From an optimization exercise on the open Yosys and OpenROAD flow, aimed at small area; shortcuts taken in it are not production practice.
The RTL was checked by simulation tests, not by an equivalence proof against the original design.
Power is estimated from default activity; no workload was simulated.

$ cat flow/run.sh
#!/bin/bash
# synth_recipe.tcl (not shown) runs the flow's synth.tcl, then flattens the netlist and writes it again
# the make line also repeats each setting of config.mk as NAME=value (left out here)
make -C /OpenROAD-flow-scripts/flow DESIGN_CONFIG=/design/flow/config.mk WORK_HOME=/design/flow/orfs CLKGATE_MAP_FILE= SYNTH_SCRIPT=/design/flow/synth_recipe.tcl finish
$ cat flow/config.mk
export PLATFORM = sky130hd
export DESIGN_NAME = reg_trace_rules
export DESIGN_NICKNAME = reg_trace_rules
export VERILOG_FILES = /design/flow/design.v
export SDC_FILE = /design/flow/constraint.sdc
export NUM_CORES = 4
export LEC_CHECK = 0
export CAP_MARGIN = 20
export CORE_MARGIN = 2
export CORE_UTILIZATION = 45
export SLEW_MARGIN = 20
$ cat flow/constraint.sdc
create_clock -name core_clock -period 10.0 [get_ports {usb_clk}]
set_input_delay 2.0000 -clock core_clock [delete_from_list [all_inputs] [get_ports {usb_clk}]]
set_output_delay 2.0000 -clock core_clock [all_outputs]
set_load 0.01 [all_outputs]
$ cat flow/design.v
module reg_trace_rules #(
  parameter int         pMATCH_RULES  = 8,
  parameter int         pBUFFER_SIZE  = 64,
  parameter int         pBYTECNT_SIZE = 7,
  parameter int         pCOUNT_WIDTH  = 16,
  parameter logic [1:0] pSELECT       = 2'b01
) (
  input  logic                                 usb_clk,
  input  logic                                 reset_i,
  input  logic [7:0]                           reg_address,
  input  logic [pBYTECNT_SIZE-1:0]             reg_bytecnt,
  input  logic [7:0]                           write_data,
  input  logic                                 reg_read,
  input  logic                                 reg_write,
  input  logic                                 reg_addrvalid,
  output logic [7:0]                           read_data,
  output logic                                 selected,
  input  logic                                 I_commit_ok,
  input  logic [pMATCH_RULES-1:0]              I_match_hit,
  output logic [pMATCH_RULES*pBUFFER_SIZE-1:0] O_trace_pattern,
  output logic [pMATCH_RULES*pBUFFER_SIZE-1:0] O_trace_mask,
  output logic [pMATCH_RULES-1:0]              O_pattern_enable,
  output logic [pMATCH_RULES-1:0]              O_pattern_trig_enable,
  output logic                                 O_match_hold,
  output logic                                 O_update
);
  localparam int PB = pBUFFER_SIZE / 8;
  localparam int CB = pCOUNT_WIDTH / 8;
  localparam int IW = (pMATCH_RULES > 1) ? $clog2(pMATCH_RULES) : 1;
  localparam logic [pCOUNT_WIDTH-1:0] SAT_M1 = {{(pCOUNT_WIDTH-1){1'b1}}, 1'b0};
  typedef enum logic [1:0] {S_IDLE, S_WAIT, S_COPY} state_t;
  logic [pBUFFER_SIZE-1:0] sh_pat [pMATCH_RULES];
  logic [pBUFFER_SIZE-1:0] sh_mask [pMATCH_RULES];
  logic [pBUFFER_SIZE-1:0] act_pat [pMATCH_RULES];
  logic [pBUFFER_SIZE-1:0] act_mask [pMATCH_RULES];
  logic [pCOUNT_WIDTH-1:0] cnt [pMATCH_RULES];
  logic [pMATCH_RULES-1:0] sh_en, sh_ten, act_en, act_ten, hit_clr;
  logic [3:0]              rule_sel;
  logic                    commit_pending, sat, write_drop, update_q;
  logic [7:0]              rd_q, rd_d;
  state_t                  state_q, state_d;
  logic [IW-1:0]           idx_q, idx_d;
  logic                    copy_en, copy_last, clr_pending;
  logic [5:0]               reg_a;
  logic [pBYTECNT_SIZE-1:0] bc;
  logic                     wr, byte0, copying;
  assign reg_a        = reg_address[5:0];
  assign bc           = reg_bytecnt;
  assign selected = reg_addrvalid & (reg_address[7:6] == pSELECT);
  assign wr           = selected & reg_write;
  assign byte0        = (bc == '0);
  assign copying      = (state_q == S_COPY);
  assign read_data = rd_q;
  assign O_match_hold = copying;
  assign O_update     = update_q;
  assign O_pattern_enable      = act_en;
  assign O_pattern_trig_enable = act_ten;
  for (genvar g = 0; g < pMATCH_RULES; g++) begin : g_flat
    assign O_trace_pattern[g*pBUFFER_SIZE +: pBUFFER_SIZE] = act_pat[g];
    assign O_trace_mask[g*pBUFFER_SIZE +: pBUFFER_SIZE]    = act_mask[g];
  end
  always_ff @(posedge usb_clk) begin
    if (reset_i) begin
      state_q <= S_IDLE;
      idx_q   <= '0;
    end else begin
      state_q <= state_d;
      idx_q   <= idx_d;
    end
  end
  always_comb begin
    state_d     = state_q;
    idx_d       = idx_q;
    copy_en     = 1'b0;
    copy_last   = 1'b0;
    clr_pending = 1'b0;
    case (state_q)
      S_IDLE: if (commit_pending) state_d = S_WAIT;
      S_WAIT: if (I_commit_ok) begin
        state_d     = S_COPY;
        idx_d       = '0;
        clr_pending = 1'b1;
      end
      S_COPY: if (I_commit_ok) begin
        copy_en = 1'b1;
        if (idx_q == IW'(pMATCH_RULES - 1)) begin
          copy_last = 1'b1;
          state_d   = S_IDLE;
        end else begin
          idx_d = idx_q + 1'b1;
        end
      end
      default: state_d = S_IDLE;
    endcase
  end
  always_comb begin
    for (int r = 0; r < pMATCH_RULES; r++)
      hit_clr[r] = wr && (reg_a == 6'h08) && (bc == pBYTECNT_SIZE'(r / 8)) && write_data[r % 8];
  end
  always_comb begin
    rd_d = '0;
    case (reg_a)
      6'h00: if (byte0) rd_d = {4'b0, rule_sel};
      6'h01, 6'h02, 6'h07: begin
        for (int r = 0; r < pMATCH_RULES; r++) begin
          for (int b = 0; b < PB; b++)
            if (rule_sel == 4'(r) && bc == pBYTECNT_SIZE'(b) && reg_a != 6'h07)
              rd_d = (reg_a == 6'h01) ? sh_pat[r][b*8 +: 8] : sh_mask[r][b*8 +: 8];
          for (int b = 0; b < CB; b++)
            if (rule_sel == 4'(r) && bc == pBYTECNT_SIZE'(b) && reg_a == 6'h07)
              rd_d = cnt[r][b*8 +: 8];
        end
      end
      6'h03, 6'h04: begin
        for (int i = 0; i < pMATCH_RULES; i++)
          if (bc == pBYTECNT_SIZE'(i / 8))
            rd_d[i % 8] = (reg_a == 6'h03) ? sh_en[i] : sh_ten[i];
      end
      6'h06: if (byte0) rd_d = {4'b0, write_drop, sat, copying, commit_pending};
      6'h0A: if (byte0) rd_d = 8'(pMATCH_RULES);
      6'h0B: if (byte0) rd_d = 8'h02;
      default: rd_d = '0;
    endcase
  end
  always_ff @(posedge usb_clk) begin
    if (reset_i) begin
      for (int r = 0; r < pMATCH_RULES; r++) begin
        sh_pat[r]   <= '0;
        sh_mask[r]  <= '1;
        act_pat[r]  <= '0;
        act_mask[r] <= '1;
        cnt[r]      <= '0;
      end
      sh_en          <= '0;
      sh_ten         <= '0;
      act_en         <= '0;
      act_ten        <= '0;
      rule_sel       <= '0;
      commit_pending <= 1'b0;
      sat            <= 1'b0;
      write_drop     <= 1'b0;
      update_q       <= 1'b0;
      rd_q           <= '0;
    end else begin
      update_q       <= copy_last;
      rd_q           <= (selected && reg_read) ? rd_d : 8'h00;
      commit_pending <= (commit_pending & ~clr_pending) | (wr && reg_a == 6'h05);
      for (int r = 0; r < pMATCH_RULES; r++) begin
        if (copy_en && idx_q == IW'(r)) begin
          act_pat[r]  <= sh_pat[r];
          act_mask[r] <= sh_mask[r];
        end
      end
      if (copy_last) begin
        act_en  <= sh_en;
        act_ten <= sh_ten;
      end
      if (wr && reg_a == 6'h00 && byte0) rule_sel <= write_data[3:0];
      if (wr && copying && reg_a >= 6'h01 && reg_a <= 6'h04) write_drop <= 1'b1;
      if (wr && reg_a == 6'h09) begin
        sat        <= 1'b0;
        write_drop <= 1'b0;
      end
      for (int r = 0; r < pMATCH_RULES; r++)
        for (int b = 0; b < PB; b++)
          if (wr && !copying && rule_sel == 4'(r) && bc == pBYTECNT_SIZE'(b)) begin
            if (reg_a == 6'h01) sh_pat[r][b*8 +: 8]  <= write_data;
            if (reg_a == 6'h02) sh_mask[r][b*8 +: 8] <= write_data;
          end
      for (int i = 0; i < pMATCH_RULES; i++)
        if (wr && !copying && bc == pBYTECNT_SIZE'(i / 8)) begin
          if (reg_a == 6'h03) sh_en[i]  <= write_data[i % 8];
          if (reg_a == 6'h04) sh_ten[i] <= write_data[i % 8];
        end
      for (int r = 0; r < pMATCH_RULES; r++) begin
        if (hit_clr[r]) begin
          cnt[r] <= '0;
        end else if (I_match_hit[r] && cnt[r] != '1) begin
          cnt[r] <= cnt[r] + 1'b1;
          if (cnt[r] == SAT_M1) sat <= 1'b1;
        end
      end
    end
  end
endmodule
==> results.txt <==
-- tightest hold or removal path: cells and delay by family (launching register included) --
kind             cells  cell delay [ps]
AND/OR/NAND/NOR      1               50
AO/OA/AOI/OAI        1               50
flip-flops           1              310
-- final cells by class --
class / instances / area [um2] / area share
sequential: 2229 / 44600 / 0.390
clock buffer: 333 / 6640 / 0.0581
timing repair buffer: 1264 / 12400 / 0.108
inverter: 24 / 100 / 0.000876
clock inverter: 93 / 1170 / 0.0102
antenna: 28 / 70.1 / 0.000613
multi-input combinational: 8769 / 45800 / 0.401
tap: 2788 / 3490 / 0.0305
-- per-layer routing --
metal  GRT usage  up-vias  part of all wire
met4       0.246       18             0.067
met1       0.545    46700              0.40
met2       0.613     6080              0.43
met3      0.0813     1203              0.10
met5           0        -           0.00028
li1            -    42000                 -
-- logic make-up after synthesis --
family,count (synthesis)
adder cells (fa/ha/maj),22
AO/OA/AOI/OAI,2246
XOR/XNOR,103
buffers and inverters,958
flip-flops,2229
multiplexers,229
AND/OR/NAND/NOR,6169
-- power by group --
part	internal, mW	switching [mW]	total (mW)
sequential	8.88	0.0152	8.90
clock	5.13	3.82	8.95
combinational	0.108	0.386	0.494
total	14.1	4.22	18.3
-- worst max path at each step --
stage | from | end | slack, ps
final | reg_address[0] | rd_q[4] | 2590
after detailed placement | reg_address[0] | rd_q[0] | 1820
after global routing | reg_address[0] | rd_q[6] | 2590
after CTS | reg_address[0] | rd_q[0] | 2730
after global placement | reg_address[0] | rd_q[4] | 1810
after floorplan | reg_address[1] | rd_q[3] | 5140
-- registers in the layout, indices dropped and copies added (netlist names) --
| name | cells |
|---|---|
| update_q | 1 |
| rule_sel | 4 |
| commit_pending | 1 |
| rd_q | 8 |
| cnt | 128 |
| act_mask | 512 |
| sat | 1 |
| sh_en | 8 |
| sh_mask | 512 |
| act_ten | 8 |
| sh_pat | 512 |
| act_pat | 512 |
| idx_q | 3 |
| write_drop | 1 |
| act_en | 8 |
| sh_ten | 8 |
| state_q | 2 |
-- metrics by stage --
stage                     cells  hold WS, ps  worst slack, ps   util  power [mW]
after global routing      15500          468             2590  0.551        18.7
after global placement    15100          439             1810  0.513        9.57
final                     15500          454             2590  0.551        18.3
after floorplan           12000          428             5140      -        9.38
after CTS                 15500          455             2730  0.551        18.3
after detailed placement  15100          446             1820  0.513        9.57
-- cell usage after synthesis, types with 50 or more instances --
cell / instances
xor2_1: 78
o21ai_0: 173
nand2_1: 3800
nor2b_1: 74
nor2_1: 459
a21oi_1: 1250
and3_1: 231
a211o_1: 382
a31oi_1: 65
nor3_1: 115
o22ai_1: 51
buf_2: 101
nand3_1: 648
clkbuf_1: 777
nand3b_1: 661
dfxtp_1: 2229
nand4_1: 50
mux2i_1: 195
==> metrics.md <==
| Metric | Value |
|---|---|
| Dominant cell type by area after synthesis | `dfxtp_1` |
| Most common cell after layout, fill and taps aside | `nand2_1` |
| Skew final | `48.1 ps` |
| Post-synthesis adder-cell area fraction | `0.00293` |
| Slowest stage delay, CP | `1140 ps` |
| DRC | `0` |
| Clock transition at path regs | `approximately 70 ps` |
| Most frequent cells in the layout | `3792 x nand2_1, 2229 x dfxtp_1, 1250 x a21oi_1, 1077 x clkdlybuf4s50_1, 661 x nand3b_1` |
| CP Class | `input pin to register` |
| Ranking of synthesized cells by area | `dfxtp_1 47%, nand2_1 15%, a21oi_1 6.7%` |
| DR vias | `96000` |
| Setup Viol. Count Final | `0` |
| Overall die area | `212000 um2` |
| Total Wirelength | `457000 um` |
| Slew headroom | `0.168` |
| Filler cells | `between 15000 and 20000` |
| Final nets | `12600` |
| Fmax | `135 MHz` |
| CP Capture Type | `register` |
| Post-DR vias/cell | `6.18` |
| Global-route wire length before repair | `639000 um` |
| Post-route cell area | `114000 um2` |
| Chip height | `about 460 um` |
| IO buf count | `~1100` |
| Hold path startpoint | `act_pat[4][51]` |
| Sinks on Clock Net | `2229` |
| Final Hold Vio Count | `0` |
| Layout cells sized above 1 | `0.0541` |
| Hold buffer count at cts | `0` |
| Post-Synthesis Cells | `between 10000 and 15000` |
| LEAKAGE | `44.8 nW` |
| Wire length per cell | `29.4 um` |
| Drt pass-1 iters | `6` |
| Fraction of synthesized cell area in xor and xnor cells | `0.00960` |
| Resized Gates After CTS | `0` |
| Min cycle time layout | `7410 ps` |
| Flops & latches, synth | `~2200` |
| Tot GR Track Use | `0.410` |
| Worst reg2reg setup slack | `3860 ps` |
| Worst Path Max Fanout | `39` |
| Syn-to-layout area delta | `21.7%` |
| CP Buf/Inv Count | `2` |
| CTS Buf Count | `between 200 and 250` |
| Register area share after synthesis | `0.475` |
| # H-tree levels | `4` |
| Mean Syn Cell Area | `around 8 um2` |
| Initial DRC Count | `13900` |
| Clk Latency, worst-skew pair | `930 ps` |
| CP max-delay cell | `clkdlybuf4s50_1` |
| Final ANT Viol Nets | `0` |
| Final Max Tran Viols | `0` |
| CP top delay family | `simple AND/OR/NAND/NOR gates` |
| Synth Area in Compound Gates | `0.149` |
| Top FF cell, synth | `dfxtp_1` |
| Dpl cell area | `106000 um2` |
| Top-area cell type share of the netlist area | `0.475` |
| DP Wirelength | `328000 um` |
| Worst Path Required | `approximately 11000 ps` |
| Post-route setup TNS | `0 ps` |
| Synth Cell Area | `94000 um2` |
| CTS tree | `built` |
| Reg2Reg Depth | `10` |
| Power density cells | `160 nW/um2` |
| RSZ-0062 raised after global routing | `false` |
| Pin slew with the least headroom to its limit | `1250 ps` |
| Core Area | `between 200000 and 250000 um2` |
| Hold depth | `2` |
| Initial Util | `0.453` |
| Final Cycle Share | `0.741` |
| Mux share of post-synthesis cell area | `0.0249` |
| Post-CTS setup buffers | `0` |
| Asr flop ratio synth | `0` |
| Max VDD drop | `0.000207 V` |
| Status | `complete, no violations` |
| Number of global-route vias before repair | `just under 90000` |
| Number of synthesized flops with an enable pin | `0` |
| CP cell instances | `clkdlybuf4s50_1, nand3_1, nor2_4, buf_4, nor3_1, a211oi_1, o211ai_1, nor3_1, o211ai_1, a21oi_1, nor2_1, o31a_1` |
| Row count | `167` |
| Top Ports | `between 1000 and 1500` |
| Hold crit path type | `register to register` |
| Largest net degree at the start of global routing | `around 270` |
| Yosys cell types | `93` |
| Total of max-cap violations | `0` |
| Worst path arrival time | `8220 ps` |
| Ys Warns | `6` |
| Die width | `461 um` |
| Hold endpoint | `act_pat[4][51]` |
| Initial antenna violation count | `36` |
| Routability cong. | `1.01` |
| Global route overflow | `0` |
| Main combinational cell family by area after synthesis | `simple AND/OR/NAND/NOR gates` |
| RR Endpoint | `rd_q[6]` |
| Clock root cell | `clkbuf_16` |
| Worst setup SP type | `input pin` |
| Clk buf depth | `3` |
| WP depth | `12` |
| Mapped Nets | `12000` |
| Post-Synth Simple-Gate Area | `0.298` |
| R2r startpoint | `rule_sel[0]` |

## port drivers added, routing unchanged
In the flow no input, the clock included, has a driving cell. The finished layout below was timed again as built, in two steps. Step 1: set_driving_cell puts a clkbuf_16 on usb_clk and a buf_2 on each other input, an assumption about the parent block. Step 2 times the ports against the registers' clock, not the clock port: input delays grow and output delays shrink by t, the midpoint of the rising clock arrivals with the driver on. Three values: ideal, step 1, step 2; two values: the first two.
t, ns: 1.008
setup slack, ns: 2.588 / 2.660 / 1.652
worst slew at a driven data input, ns: 0.24
After both steps this run still meets setup and hold. The setup slack of this run moves by +0.072 ns with the drivers and by -0.936 ns with both steps.
